From an optimization exercise on the open Yosys and OpenROAD flow, aimed at small area; shortcuts taken in it are not production practice.
The RTL was checked by simulation tests, not by an equivalence proof against the original design.
No activity file was given, so power comes from the tool's default toggle rates.

==> flow/design.v <==
package rv_pkg;
  localparam int xlen = 32;
  typedef enum logic [6:0] {
    OP_LOAD   = 7'b0000011,
    OP_ALUI   = 7'b0010011,
    OP_AUIPC  = 7'b0010111,
    OP_STORE  = 7'b0100011,
    OP_ALU    = 7'b0110011,
    OP_LUI    = 7'b0110111,
    OP_BRANCH = 7'b1100011,
    OP_JALR   = 7'b1100111,
    OP_JAL    = 7'b1101111
  } opcode_t;
  typedef enum logic [2:0] {
    CU_IDLE      = 3'd0,
    CU_FETCH_REQ = 3'd1,
    CU_FETCH_REL = 3'd2,
    CU_DECODE    = 3'd3,
    CU_EXEC      = 3'd4,
    CU_MEM_REQ   = 3'd5,
    CU_MEM_REL   = 3'd6,
    CU_WRITEBACK = 3'd7
  } cu_state_t;
  typedef enum logic [3:0] {
    ALU_ADD    = 4'd0,
    ALU_SUB    = 4'd1,
    ALU_SLL    = 4'd2,
    ALU_SLT    = 4'd3,
    ALU_XOR    = 4'd4,
    ALU_SRL    = 4'd5,
    ALU_OR     = 4'd6,
    ALU_AND    = 4'd7,
    ALU_EQ     = 4'd8,
    ALU_PASS_B = 4'd9
  } alu_op_t;
  typedef enum logic {
    ALU_A_REG = 1'b0,
    ALU_A_PC  = 1'b1
  } alu_in_a_t;
  typedef enum logic {
    ALU_B_REG = 1'b0,
    ALU_B_IMM = 1'b1
  } alu_in_b_t;
  typedef enum logic [1:0] {
    DEST_NONE = 2'd0,
    DEST_ALU  = 2'd1,
    DEST_MEM  = 2'd2,
    DEST_PC4  = 2'd3
  } dest_from_t;
  typedef enum logic [2:0] {
    IMM_I = 3'd0,
    IMM_S = 3'd1,
    IMM_B = 3'd2,
    IMM_U = 3'd3,
    IMM_J = 3'd4
  } imm_kind_t;
endpackage
`timescale 1ns/1ps
module control_unit (
  input  logic               clk,
  input  logic               rst,
  input  logic               halt,
  input  logic               mem_ack,
  input  rv_pkg::opcode_t    opcode,
  input  logic [2:0]         funct3,
  input  logic [6:0]         funct7,
  input  logic               branch_taken,
  output logic               mem_req,
  output logic               mem_we,
  output logic               addr_sel_pc,
  output logic               ir_load,
  output logic               mdr_load,
  output rv_pkg::alu_in_a_t  alu_a_sel,
  output rv_pkg::alu_in_b_t  alu_b_sel,
  output rv_pkg::alu_op_t    alu_op,
  output logic               alu_signed,
  output logic               cmp_invert,
  output rv_pkg::imm_kind_t  imm_kind,
  output rv_pkg::dest_from_t dest_sel,
  output logic               rd_we,
  output logic               pc_step,
  output logic               pc_load
);
  typedef enum logic [1:0] {
    MODE_ADD,
    MODE_ARITH,
    MODE_BRANCH,
    MODE_PASS
  } mode_from_t;
  typedef struct packed {
    rv_pkg::alu_in_a_t  alu_a;
    rv_pkg::alu_in_b_t  alu_b;
    mode_from_t         mode;
    rv_pkg::dest_from_t dest;
    rv_pkg::imm_kind_t  imm;
    logic               mem;
    logic               jump;
  } dp_map_t;
  localparam dp_map_t map_none = {rv_pkg::ALU_A_REG, rv_pkg::ALU_B_REG, MODE_ADD,
                                   rv_pkg::DEST_NONE, rv_pkg::IMM_I, 1'b0, 1'b0};
  localparam dp_map_t map_alu = {rv_pkg::ALU_A_REG, rv_pkg::ALU_B_REG, MODE_ARITH,
                                  rv_pkg::DEST_ALU, rv_pkg::IMM_I, 1'b0, 1'b0};
  localparam dp_map_t map_alui = {rv_pkg::ALU_A_REG, rv_pkg::ALU_B_IMM, MODE_ARITH,
                                   rv_pkg::DEST_ALU, rv_pkg::IMM_I, 1'b0, 1'b0};
  localparam dp_map_t map_load = {rv_pkg::ALU_A_REG, rv_pkg::ALU_B_IMM, MODE_ADD,
                                   rv_pkg::DEST_MEM, rv_pkg::IMM_I, 1'b1, 1'b0};
  localparam dp_map_t map_store = {rv_pkg::ALU_A_REG, rv_pkg::ALU_B_IMM, MODE_ADD,
                                    rv_pkg::DEST_NONE, rv_pkg::IMM_S, 1'b1, 1'b0};
  localparam dp_map_t map_branch = {rv_pkg::ALU_A_REG, rv_pkg::ALU_B_REG, MODE_BRANCH,
                                     rv_pkg::DEST_NONE, rv_pkg::IMM_B, 1'b0, 1'b0};
  localparam dp_map_t map_jal = {rv_pkg::ALU_A_PC, rv_pkg::ALU_B_IMM, MODE_ADD,
                                  rv_pkg::DEST_PC4, rv_pkg::IMM_J, 1'b0, 1'b1};
  localparam dp_map_t map_jalr = {rv_pkg::ALU_A_REG, rv_pkg::ALU_B_IMM, MODE_ADD,
                                   rv_pkg::DEST_PC4, rv_pkg::IMM_I, 1'b0, 1'b1};
  localparam dp_map_t map_lui = {rv_pkg::ALU_A_REG, rv_pkg::ALU_B_IMM, MODE_PASS,
                                  rv_pkg::DEST_ALU, rv_pkg::IMM_U, 1'b0, 1'b0};
  localparam dp_map_t map_auipc = {rv_pkg::ALU_A_PC, rv_pkg::ALU_B_IMM, MODE_ADD,
                                    rv_pkg::DEST_ALU, rv_pkg::IMM_U, 1'b0, 1'b0};
  rv_pkg::cu_state_t state;
  rv_pkg::cu_state_t state_next;
  dp_map_t           dp;
  logic              handshake;
  logic              redirect;
  assign handshake = mem_req && mem_ack;
  always_comb begin
    state_next = state;
    case (state)
      rv_pkg::CU_IDLE: begin
        if (!halt) state_next = rv_pkg::CU_FETCH_REQ;
      end
      rv_pkg::CU_FETCH_REQ: begin
        if (handshake) state_next = rv_pkg::CU_FETCH_REL;
      end
      rv_pkg::CU_FETCH_REL: begin
        if (!mem_ack) state_next = rv_pkg::CU_DECODE;
      end
      rv_pkg::CU_DECODE: state_next = rv_pkg::CU_EXEC;
      rv_pkg::CU_EXEC: begin
        state_next = dp.mem ? rv_pkg::CU_MEM_REQ : rv_pkg::CU_WRITEBACK;
      end
      rv_pkg::CU_MEM_REQ: begin
        if (handshake) state_next = rv_pkg::CU_MEM_REL;
      end
      rv_pkg::CU_MEM_REL: begin
        if (!mem_ack) state_next = rv_pkg::CU_WRITEBACK;
      end
      default: state_next = halt ? rv_pkg::CU_IDLE : rv_pkg::CU_FETCH_REQ;
    endcase
  end
  always_ff @(posedge clk or negedge rst) begin
    if (!rst) begin
      state   <= rv_pkg::CU_IDLE;
      mem_req <= 1'b0;
    end else begin
      state   <= state_next;
      mem_req <= (state_next == rv_pkg::CU_FETCH_REQ) || (state_next == rv_pkg::CU_MEM_REQ);
    end
  end
  always_comb begin
    case (opcode)
      rv_pkg::OP_ALU:    dp = map_alu;
      rv_pkg::OP_ALUI:   dp = map_alui;
      rv_pkg::OP_LOAD:   dp = map_load;
      rv_pkg::OP_STORE:  dp = map_store;
      rv_pkg::OP_BRANCH: dp = map_branch;
      rv_pkg::OP_JAL:    dp = map_jal;
      rv_pkg::OP_JALR:   dp = map_jalr;
      rv_pkg::OP_LUI:    dp = map_lui;
      rv_pkg::OP_AUIPC:  dp = map_auipc;
      default:           dp = map_none;
    endcase
  end
  always_comb begin
    alu_op     = rv_pkg::ALU_ADD;
    alu_signed = 1'b0;
    cmp_invert = 1'b0;
    case (dp.mode)
      MODE_ARITH: begin
        case (funct3)
          3'd0: begin
            if (opcode == rv_pkg::OP_ALU && funct7 == 7'b0100000) alu_op = rv_pkg::ALU_SUB;
          end
          3'd1: alu_op = rv_pkg::ALU_SLL;
          3'd2: begin
            alu_op     = rv_pkg::ALU_SLT;
            alu_signed = 1'b1;
          end
          3'd3: alu_op = rv_pkg::ALU_SLT;
          3'd4: alu_op = rv_pkg::ALU_XOR;
          3'd5: begin
            alu_op     = rv_pkg::ALU_SRL;
            alu_signed = funct7[5];
          end
          3'd6: alu_op = rv_pkg::ALU_OR;
          default: alu_op = rv_pkg::ALU_AND;
        endcase
      end
      MODE_BRANCH: begin
        if (funct3[2]) alu_op = rv_pkg::ALU_SLT;
        else alu_op = rv_pkg::ALU_EQ;
        alu_signed = !funct3[1];
        cmp_invert = funct3[0];
      end
      MODE_PASS: alu_op = rv_pkg::ALU_PASS_B;
      default: alu_op = rv_pkg::ALU_ADD;
    endcase
  end
  assign alu_a_sel = dp.alu_a;
  assign alu_b_sel = dp.alu_b;
  assign imm_kind  = dp.imm;
  assign dest_sel  = dp.dest;
  assign addr_sel_pc = !((state == rv_pkg::CU_MEM_REQ) || (state == rv_pkg::CU_MEM_REL));
  assign mem_we      = (state == rv_pkg::CU_MEM_REQ) && (opcode == rv_pkg::OP_STORE);
  assign ir_load     = (state == rv_pkg::CU_FETCH_REQ) && handshake;
  assign mdr_load    = (state == rv_pkg::CU_MEM_REQ) && handshake;
  assign redirect = dp.jump || ((opcode == rv_pkg::OP_BRANCH) && branch_taken);
  assign rd_we    = (state == rv_pkg::CU_WRITEBACK) && (dp.dest != rv_pkg::DEST_NONE);
  assign pc_load  = (state == rv_pkg::CU_WRITEBACK) && redirect;
  assign pc_step  = (state == rv_pkg::CU_WRITEBACK) && !redirect;
endmodule
`timescale 1ns/1ps
module program_counter #(
  parameter logic [rv_pkg::xlen-1:0] reset_pc = '0
) (
  input  logic                    clk,
  input  logic                    rst,
  input  logic                    pc_step,
  input  logic                    pc_load,
  input  logic [rv_pkg::xlen-1:0] target,
  output logic [rv_pkg::xlen-1:0] pc
);
  logic [rv_pkg::xlen-1:0] pc_next;
  always_comb begin
    pc_next = pc;
    if (pc_load) begin
      pc_next = {target[rv_pkg::xlen-1:1], 1'b0};
    end else if (pc_step) begin
      pc_next = pc + rv_pkg::xlen'(4);
    end
  end
  always_ff @(posedge clk or negedge rst) begin
    if (!rst) begin
      pc <= reset_pc;
    end else begin
      pc <= pc_next;
    end
  end
endmodule
`timescale 1ns/1ps
module register_file (
  input  logic                    clk,
  input  logic                    rst,
  input  logic [4:0]              rs1_addr,
  input  logic [4:0]              rs2_addr,
  input  logic [4:0]              rd_addr,
  input  logic                    rd_we,
  input  logic [rv_pkg::xlen-1:0] rd_data,
  output logic [rv_pkg::xlen-1:0] rs1_data,
  output logic [rv_pkg::xlen-1:0] rs2_data
);
  logic [rv_pkg::xlen-1:0] regs [1:31];
  always_ff @(posedge clk or negedge rst) begin
    if (!rst) begin
      for (int i = 1; i < 32; i++) begin
        regs[i] <= '0;
      end
    end else if (rd_we && (rd_addr != 5'd0)) begin
      regs[rd_addr] <= rd_data;
    end
  end
  assign rs1_data = (rs1_addr == 5'd0) ? '0 : regs[rs1_addr];
  assign rs2_data = (rs2_addr == 5'd0) ? '0 : regs[rs2_addr];
endmodule
`timescale 1ns/1ps
module exec_unit (
  input  logic                    clk,
  input  logic                    rst,
  input  logic [rv_pkg::xlen-1:0] pc,
  input  logic [rv_pkg::xlen-1:0] mem_rdata,
  input  logic                    addr_sel_pc,
  input  logic                    ir_load,
  input  logic                    mdr_load,
  input  rv_pkg::alu_in_a_t       alu_a_sel,
  input  rv_pkg::alu_in_b_t       alu_b_sel,
  input  rv_pkg::alu_op_t         alu_op,
  input  logic                    alu_signed,
  input  logic                    cmp_invert,
  input  rv_pkg::imm_kind_t       imm_kind,
  input  rv_pkg::dest_from_t      dest_sel,
  input  logic [rv_pkg::xlen-1:0] rs1_data,
  input  logic [rv_pkg::xlen-1:0] rs2_data,
  output rv_pkg::opcode_t         opcode,
  output logic [2:0]              funct3,
  output logic [6:0]              funct7,
  output logic                    branch_taken,
  output logic [4:0]              rs1_addr,
  output logic [4:0]              rs2_addr,
  output logic [4:0]              rd_addr,
  output logic [rv_pkg::xlen-1:0] rd_data,
  output logic [rv_pkg::xlen-1:0] target,
  output logic [rv_pkg::xlen-1:0] mem_addr,
  output logic [rv_pkg::xlen-1:0] mem_wdata
);
  logic [rv_pkg::xlen-1:0] ir;
  logic [rv_pkg::xlen-1:0] imm;
  logic [rv_pkg::xlen-1:0] op_a;
  logic [rv_pkg::xlen-1:0] op_b;
  logic [rv_pkg::xlen-1:0] alu_y;
  logic [rv_pkg::xlen-1:0] alu_q;
  logic [rv_pkg::xlen-1:0] mdr;
  logic [rv_pkg::xlen-1:0] wdata_q;
  logic [4:0]              shamt;
  logic                    less;
  assign opcode   = rv_pkg::opcode_t'(ir[6:0]);
  assign rd_addr  = ir[11:7];
  assign funct3   = ir[14:12];
  assign rs1_addr = ir[19:15];
  assign rs2_addr = ir[24:20];
  assign funct7   = ir[31:25];
  always_comb begin
    case (imm_kind)
      rv_pkg::IMM_S: imm = {{(rv_pkg::xlen-12){ir[31]}}, ir[31:25], ir[11:7]};
      rv_pkg::IMM_B: imm = {{(rv_pkg::xlen-12){ir[31]}}, ir[7], ir[30:25], ir[11:8], 1'b0};
      rv_pkg::IMM_U: imm = {ir[31:12], 12'b0};
      rv_pkg::IMM_J: imm = {{(rv_pkg::xlen-20){ir[31]}}, ir[19:12], ir[20], ir[30:21], 1'b0};
      default:       imm = {{(rv_pkg::xlen-12){ir[31]}}, ir[31:20]};
    endcase
  end
  assign op_a  = (alu_a_sel == rv_pkg::ALU_A_PC) ? pc : rs1_data;
  assign op_b  = (alu_b_sel == rv_pkg::ALU_B_IMM) ? imm : rs2_data;
  assign shamt = op_b[4:0];
  assign less  = alu_signed ? ($signed(op_a) < $signed(op_b)) : (op_a < op_b);
  always_comb begin
    case (alu_op)
      rv_pkg::ALU_ADD:    alu_y = op_a + op_b;
      rv_pkg::ALU_SUB:    alu_y = op_a - op_b;
      rv_pkg::ALU_SLL:    alu_y = op_a << shamt;
      rv_pkg::ALU_SLT:    alu_y = {{(rv_pkg::xlen-1){1'b0}}, less};
      rv_pkg::ALU_XOR:    alu_y = op_a ^ op_b;
      rv_pkg::ALU_SRL: begin
        if (alu_signed) alu_y = $signed(op_a) >>> shamt;
        else alu_y = op_a >> shamt;
      end
      rv_pkg::ALU_OR:     alu_y = op_a | op_b;
      rv_pkg::ALU_AND:    alu_y = op_a & op_b;
      rv_pkg::ALU_EQ:     alu_y = {{(rv_pkg::xlen-1){1'b0}}, op_a == op_b};
      rv_pkg::ALU_PASS_B: alu_y = op_b;
      default:            alu_y = '0;
    endcase
  end
  always_ff @(posedge clk or negedge rst) begin
    if (!rst) begin
      ir           <= '0;
      branch_taken <= 1'b0;
    end else begin
      if (ir_load) ir <= mem_rdata;
      branch_taken <= alu_y[0] ^ cmp_invert;
    end
  end
  always_ff @(posedge clk) begin
    alu_q   <= alu_y;
    wdata_q <= rs2_data;
    if (mdr_load) mdr <= mem_rdata;
  end
  assign target = (opcode == rv_pkg::OP_BRANCH) ? pc + imm : alu_q;
  always_comb begin
    case (dest_sel)
      rv_pkg::DEST_ALU: rd_data = alu_q;
      rv_pkg::DEST_MEM: rd_data = mdr;
      rv_pkg::DEST_PC4: rd_data = pc + rv_pkg::xlen'(4);
      default:          rd_data = '0;
    endcase
  end
  assign mem_addr  = addr_sel_pc ? pc : alu_q;
  assign mem_wdata = addr_sel_pc ? '0 : wdata_q;
endmodule
`timescale 1ns/1ps
module rv_core #(
  parameter logic [rv_pkg::xlen-1:0] reset_pc = '0
) (
  input  logic                    clk,
  input  logic                    rst,
  input  logic                    halt,
  output logic                    mem_req,
  output logic [rv_pkg::xlen-1:0] mem_addr,
  output logic                    mem_we,
  output logic [rv_pkg::xlen-1:0] mem_wdata,
  input  logic                    mem_ack,
  input  logic [rv_pkg::xlen-1:0] mem_rdata
);
  rv_pkg::opcode_t         opcode;
  logic [2:0]              funct3;
  logic [6:0]              funct7;
  logic                    branch_taken;
  logic                    addr_sel_pc;
  logic                    ir_load;
  logic                    mdr_load;
  rv_pkg::alu_in_a_t       alu_a_sel;
  rv_pkg::alu_in_b_t       alu_b_sel;
  rv_pkg::alu_op_t         alu_op;
  logic                    alu_signed;
  logic                    cmp_invert;
  rv_pkg::imm_kind_t       imm_kind;
  rv_pkg::dest_from_t      dest_sel;
  logic                    rd_we;
  logic                    pc_step;
  logic                    pc_load;
  logic [rv_pkg::xlen-1:0] pc;
  logic [rv_pkg::xlen-1:0] target;
  logic [4:0]              rs1_addr;
  logic [4:0]              rs2_addr;
  logic [4:0]              rd_addr;
  logic [rv_pkg::xlen-1:0] rd_data;
  logic [rv_pkg::xlen-1:0] rs1_data;
  logic [rv_pkg::xlen-1:0] rs2_data;
  control_unit i_control_unit (
    .clk          (clk),
    .rst          (rst),
    .halt         (halt),
    .mem_ack      (mem_ack),
    .opcode       (opcode),
    .funct3       (funct3),
    .funct7       (funct7),
    .branch_taken (branch_taken),
    .mem_req      (mem_req),
    .mem_we       (mem_we),
    .addr_sel_pc  (addr_sel_pc),
    .ir_load      (ir_load),
    .mdr_load     (mdr_load),
    .alu_a_sel    (alu_a_sel),
    .alu_b_sel    (alu_b_sel),
    .alu_op       (alu_op),
    .alu_signed   (alu_signed),
    .cmp_invert   (cmp_invert),
    .imm_kind     (imm_kind),
    .dest_sel     (dest_sel),
    .rd_we        (rd_we),
    .pc_step      (pc_step),
    .pc_load      (pc_load)
  );
  program_counter #(
    .reset_pc (reset_pc)
  ) i_program_counter (
    .clk     (clk),
    .rst     (rst),
    .pc_step (pc_step),
    .pc_load (pc_load),
    .target  (target),
    .pc      (pc)
  );
  register_file i_register_file (
    .clk      (clk),
    .rst      (rst),
    .rs1_addr (rs1_addr),
    .rs2_addr (rs2_addr),
    .rd_addr  (rd_addr),
    .rd_we    (rd_we),
    .rd_data  (rd_data),
    .rs1_data (rs1_data),
    .rs2_data (rs2_data)
  );
  exec_unit i_exec_unit (
    .clk          (clk),
    .rst          (rst),
    .pc           (pc),
    .mem_rdata    (mem_rdata),
    .addr_sel_pc  (addr_sel_pc),
    .ir_load      (ir_load),
    .mdr_load     (mdr_load),
    .alu_a_sel    (alu_a_sel),
    .alu_b_sel    (alu_b_sel),
    .alu_op       (alu_op),
    .alu_signed   (alu_signed),
    .cmp_invert   (cmp_invert),
    .imm_kind     (imm_kind),
    .dest_sel     (dest_sel),
    .rs1_data     (rs1_data),
    .rs2_data     (rs2_data),
    .opcode       (opcode),
    .funct3       (funct3),
    .funct7       (funct7),
    .branch_taken (branch_taken),
    .rs1_addr     (rs1_addr),
    .rs2_addr     (rs2_addr),
    .rd_addr      (rd_addr),
    .rd_data      (rd_data),
    .target       (target),
    .mem_addr     (mem_addr),
    .mem_wdata    (mem_wdata)
  );
endmodule
==> flow/run.sh <==
#!/bin/bash
# synth_recipe.tcl (not shown) runs the flow's synth.tcl, then flattens the netlist and writes it again
# the make line also repeats each setting of config.mk as NAME=value (left out here)
make -C /OpenROAD-flow-scripts/flow DESIGN_CONFIG=/design/flow/config.mk WORK_HOME=/design/flow/orfs CLKGATE_MAP_FILE= SYNTH_SCRIPT=/design/flow/synth_recipe.tcl finish
==> flow/config.mk <==
export PLATFORM = sky130hd
export DESIGN_NAME = rv_core
export DESIGN_NICKNAME = rv_core
export VERILOG_FILES = /design/flow/design.v
export SDC_FILE = /design/flow/constraint.sdc
export NUM_CORES = 8
export LEC_CHECK = 0
export CAP_MARGIN = 20
export CORE_MARGIN = 2
export CORE_UTILIZATION = 40
export SLEW_MARGIN = 20
==> flow/constraint.sdc <==
create_clock -name core_clock -period 10.0 [get_ports {clk}]
set_input_delay 2.0000 -clock core_clock [delete_from_list [all_inputs] [get_ports {clk}]]
set_output_delay 2.0000 -clock core_clock [all_outputs]
set_load 0.01 [all_outputs]
==> flow_summary.json <==
{
  "fin_skew_ns": 0.0389,
  "slew_headroom_pct": 6.09,
  "criticalPathCategory": "reg2reg",
  "finalCriticalPeriod_ns": 8.58,
  "ys_seq_area_share_pct": 43.1,
  "ioPinCount": 102,
  "portBuffers": 101,
  "syn_area_per_cell_um2": 8.49,
  "dpl_cell_area_um2": 71300,
  "yosys_warnings": 5,
  "hpwl_um": 269000,
  "fillers": 16000,
  "status": "timing/DRC/antenna clean",
  "slew_viol_final": 0,
  "max-clock-path-buffers": 3,
  "initial_core_util_pct": 40.4,
  "setup_viol": 0,
  "grt_pass1_vias": 66300,
  "async_flop_share_pct": 91.7,
  "vias_per_cell": 7.17,
  "final_common_cell": "a21oi_1",
  "wl_um": 395000,
  "syn-cell-area_um2": 66800,
  "cp_max_fo": 24,
  "chipHeight_um": 413,
  "maxCapViolCount": 0,
  "power_density_nw_per_um2": 295,
  "clockRootBuffer": "clkbuf_16",
  "ctsResizeCount": 0,
  "required_ns": 10.65,
  "drt_iter0_markers": 12900,
  "p_leak_uw": 0.0343,
  "hold_path.class": "reg2reg",
  "end_kind": "flip-flop",
  "final_area_um2": 76100,
  "utilization_pct": 46.0,
  "nNetsFinal": 7879,
  "grt_usage_pct": 45.3,
  "synth_ff_type": "dfrtp_1",
  "worst-endpoint-arrival_ns": 9.23,
  "grt_overflow": 0,
  "ir_drop_mv": 0.199,
  "fin_tns_setup_ns": 0,
  "drive_gt1_share_pct": 10.5,
  "cp_slowest_cell": "dfrtp_1",
  "first_pass_iters": 12,
  "clk_pin_slew_ns": 0.06,
  "whs_ns": 0.550,
  "synth_edf_count": 32,
  "num_rows": 149,
  "syn2layout_area_growth_pct": 14.0,
  "synth_nets": 8039,
  "dieArea_um2": 170000,
  "drc": 0,
  "cp_slowest_stage_delay_ns": 1.04,
  "clock.fmax_mhz": 117,
  "gp_congestion": 1.11,
  "crit_top_cell": "a21oi_1",
  "cp-start-kind": "flip-flop",
  "detail_route.wl_per_cell_um": 39.4,
  "grt_antenna_before_repair": 40,
  "rsz0062_at_grt": "no",
  "hold_violations": 0,
  "max_slew.worst_pin.slew_ns": 1.41,
  "synthCells": 7866,
  "min_period_over_period_pct": 85.8,
  "insertion_delay_ns": 0.83,
  "vias": 72000,
  "cts_setup_buffers": 0,
  "layout_common_cells": "a21oi_1, nor2_1, dfrtp_1, a22oi_1, nand2_1",
  "cts_tree": "done",
  "synthDistinctLibCells": 97,
  "cts_buffers": 133,
  "drtAntennaViolNets": 0,
  "core-area_um2": 165000,
  "worstPathCellList": "nor2b_2, and2_2, buf_4, a22oi_1, nand2_1, nor3_1, a21oi_1, mux2i_1, inv_1, ha_1, inv_1, a21oi_1, o21bai_1, a21oi_1, and3_1, o311ai_0, a41oi_1, nor2_1, a211o_1, a221oi_1, xnor2_1, o221ai_1",
  "grt_pass1_wl_um": 540000,
  "ys_seq_elements": 1156,
  "die_w_um": 413,
  "hold_buffers": 0,
  "grt_max_degree": 174,
  "post-place-cells": 9757,
  "htree_num_levels": 4,
  "cts_sinks": 1156,
  "layoutNonFillerInstCount": 10000
}
## Yosys cell counts, types with 14 or more instances
cell / number / area (um^2)
ha_1: 134 / 1680
a31oi_1: 27 / 169
xor2_1: 21 / 184
a22o_1: 29 / 254
a222oi_1: 37 / 370
o21ai_0: 241 / 1210
o211ai_1: 26 / 195
a221oi_1: 74 / 648
o31ai_1: 14 / 105
and3_1: 338 / 2110
nand2b_1: 34 / 213
a21oi_1: 1260 / 6310
mux2_2: 62 / 698
nor4_1: 43 / 269
nand4_1: 130 / 813
nor2b_1: 27 / 169
a22oi_1: 603 / 4530
o21ai_1: 29 / 145
buf_4: 16 / 120
nand3b_1: 23 / 173
xnor2_1: 42 / 368
a211oi_1: 28 / 210
o221ai_1: 33 / 289
o21bai_1: 20 / 150
and2_1: 20 / 125
clkbuf_1: 568 / 2130
nor3_1: 105 / 526
inv_1: 122 / 458
o22ai_1: 41 / 257
nand3_1: 165 / 826
a221o_1: 20 / 200
or3_1: 14 / 87.6
dfrtp_1: 1060 / 26500
mux2i_1: 195 / 1950
edfxtp_1: 32 / 961
buf_1: 31 / 116
nand2_1: 367 / 1380
buf_2: 84 / 420
nor2_1: 1323 / 4970
a21o_1: 55 / 413
or2_2: 17 / 106
dfxtp_1: 64 / 1280
a2111oi_0: 98 / 858
## cells by family after synthesis
| family | after synthesis | share of synthesized area, % |
|---|---|---|
| adder cells (fa/ha/maj) | 137 | 2.60 |
| other | 1 | 0.00562 |
| multiplexers | 260 | 4.07 |
| AO/OA/AOI/OAI | 2741 | 25.9 |
| flip-flops | 1156 | 43.1 |
| XOR/XNOR | 63 | 0.826 |
| buffers and inverters | 837 | 5.06 |
| AND/OR/NAND/NOR | 2671 | 18.4 |
## worst max-delay path: cells and delay by family (launching register included)
kind | cells | cell delay [ns]
simple gates | 6 | 2.11
fa+ha+maj | 1 | 0.35
xor+xnor | 1 | 0.17
compound gates | 10 | 3.14
flops | 1 | 1.04
buf+inv | 3 | 1.05
mux | 1 | 0.51
## metal layers
layer  GRT usage (%)  wire (um)  up-vias
met5               0        153        -
met4            34.4      39300       20
met3            19.2      59100     2179
met2            62.9     157000     6675
met1            55.2     140000    34500
li1                -          -    28500
## final cells by class
| cell class | instances | area (um^2) | area share, % |
|---|---|---|---|
| multi-input combinational | 5873 | 35900 | 47.2 |
| sequential | 1156 | 28800 | 37.8 |
| clock buffer | 182 | 3840 | 5.05 |
| timing repair buffer | 415 | 3510 | 4.61 |
| tap | 2189 | 2740 | 3.60 |
| clock inverter | 57 | 752 | 0.988 |
| inverter | 127 | 479 | 0.630 |
| antenna | 34 | 85.1 | 0.112 |
## sequential cells by signal (all words and copies together) (netlist names)
signal,cells
i_exec_unit.alu_q,32
i_program_counter.pc,31
i_register_file.regs,992
i_control_unit.mem_req,1
i_exec_unit.branch_taken,1
i_exec_unit.wdata_q,32
i_exec_unit.ir,32
i_control_unit.state,3
i_exec_unit.mdr,32
## path summary, 6_finish.rpt
path                                                           end  slack [ns]                                    start  cells after the start
max in group asynchronous  i_register_file.regs[24][9]$_DFFE_PN0P_        6.58                                      rst                      3
hold reg to reg            i_register_file.regs[29][8]$_DFFE_PN0P_        0.55  i_register_file.regs[29][8]$_DFFE_PN0P_                      2
setup reg to reg                     i_exec_unit.alu_q[30]$_DFF_P_        1.42           i_exec_unit.ir[24]$_DFFE_PN0P_                     22
hold / removal             i_register_file.regs[29][8]$_DFFE_PN0P_        0.55  i_register_file.regs[29][8]$_DFFE_PN0P_                      2
min in group asynchronous  i_register_file.regs[4][31]$_DFFE_PN0P_        1.24                                      rst                      1
setup / recovery                     i_exec_unit.alu_q[30]$_DFF_P_        1.42           i_exec_unit.ir[24]$_DFFE_PN0P_                     22
## per-stage QoR
step	setup WS, ns	power (uW)
floorplan	4.34	11600
global placement	2.16	16500
detailed placement	2.14	16500
CTS	2.11	21700
global route	1.53	22800
finish	1.42	22400
## report_power, final
part	leakage [uW]	total, uW	internal (uW)	switching, uW
clock	0.00225	5230	3010	2220
combinational	0.0166	11100	3150	7970
sequential	0.0155	6100	5160	939
total	0.0343	22400	11300	11100

## separate check: timing with driven ports
How much do the figures lean on ideal ports? The routed layout below was timed once more, with nothing changed but the port constraints. Step 1 assumes that a clkbuf_16 drives the clock port and a buf_2 every other input. Step 2 also shifts input and output timing later by t, the mid clock arrival at the registers, as if the neighbouring blocks saw the same clock. Slacks: ideal ports / drivers / drivers and shift; pairs: ideal ports / drivers.
shift t [ns]: 0.895
slack for setup (ns): 1.417 / 1.417 / 1.417
hold WS [ns]: 0.550 / 0.550 / 0.550
worst setup path at the end: register to register
worst slew at a driven data input, ns: 0.11
After both steps setup and hold are still met in this run. The setup slack of this run moves by 0.000 ns with the drivers and by 0.000 ns with both steps.
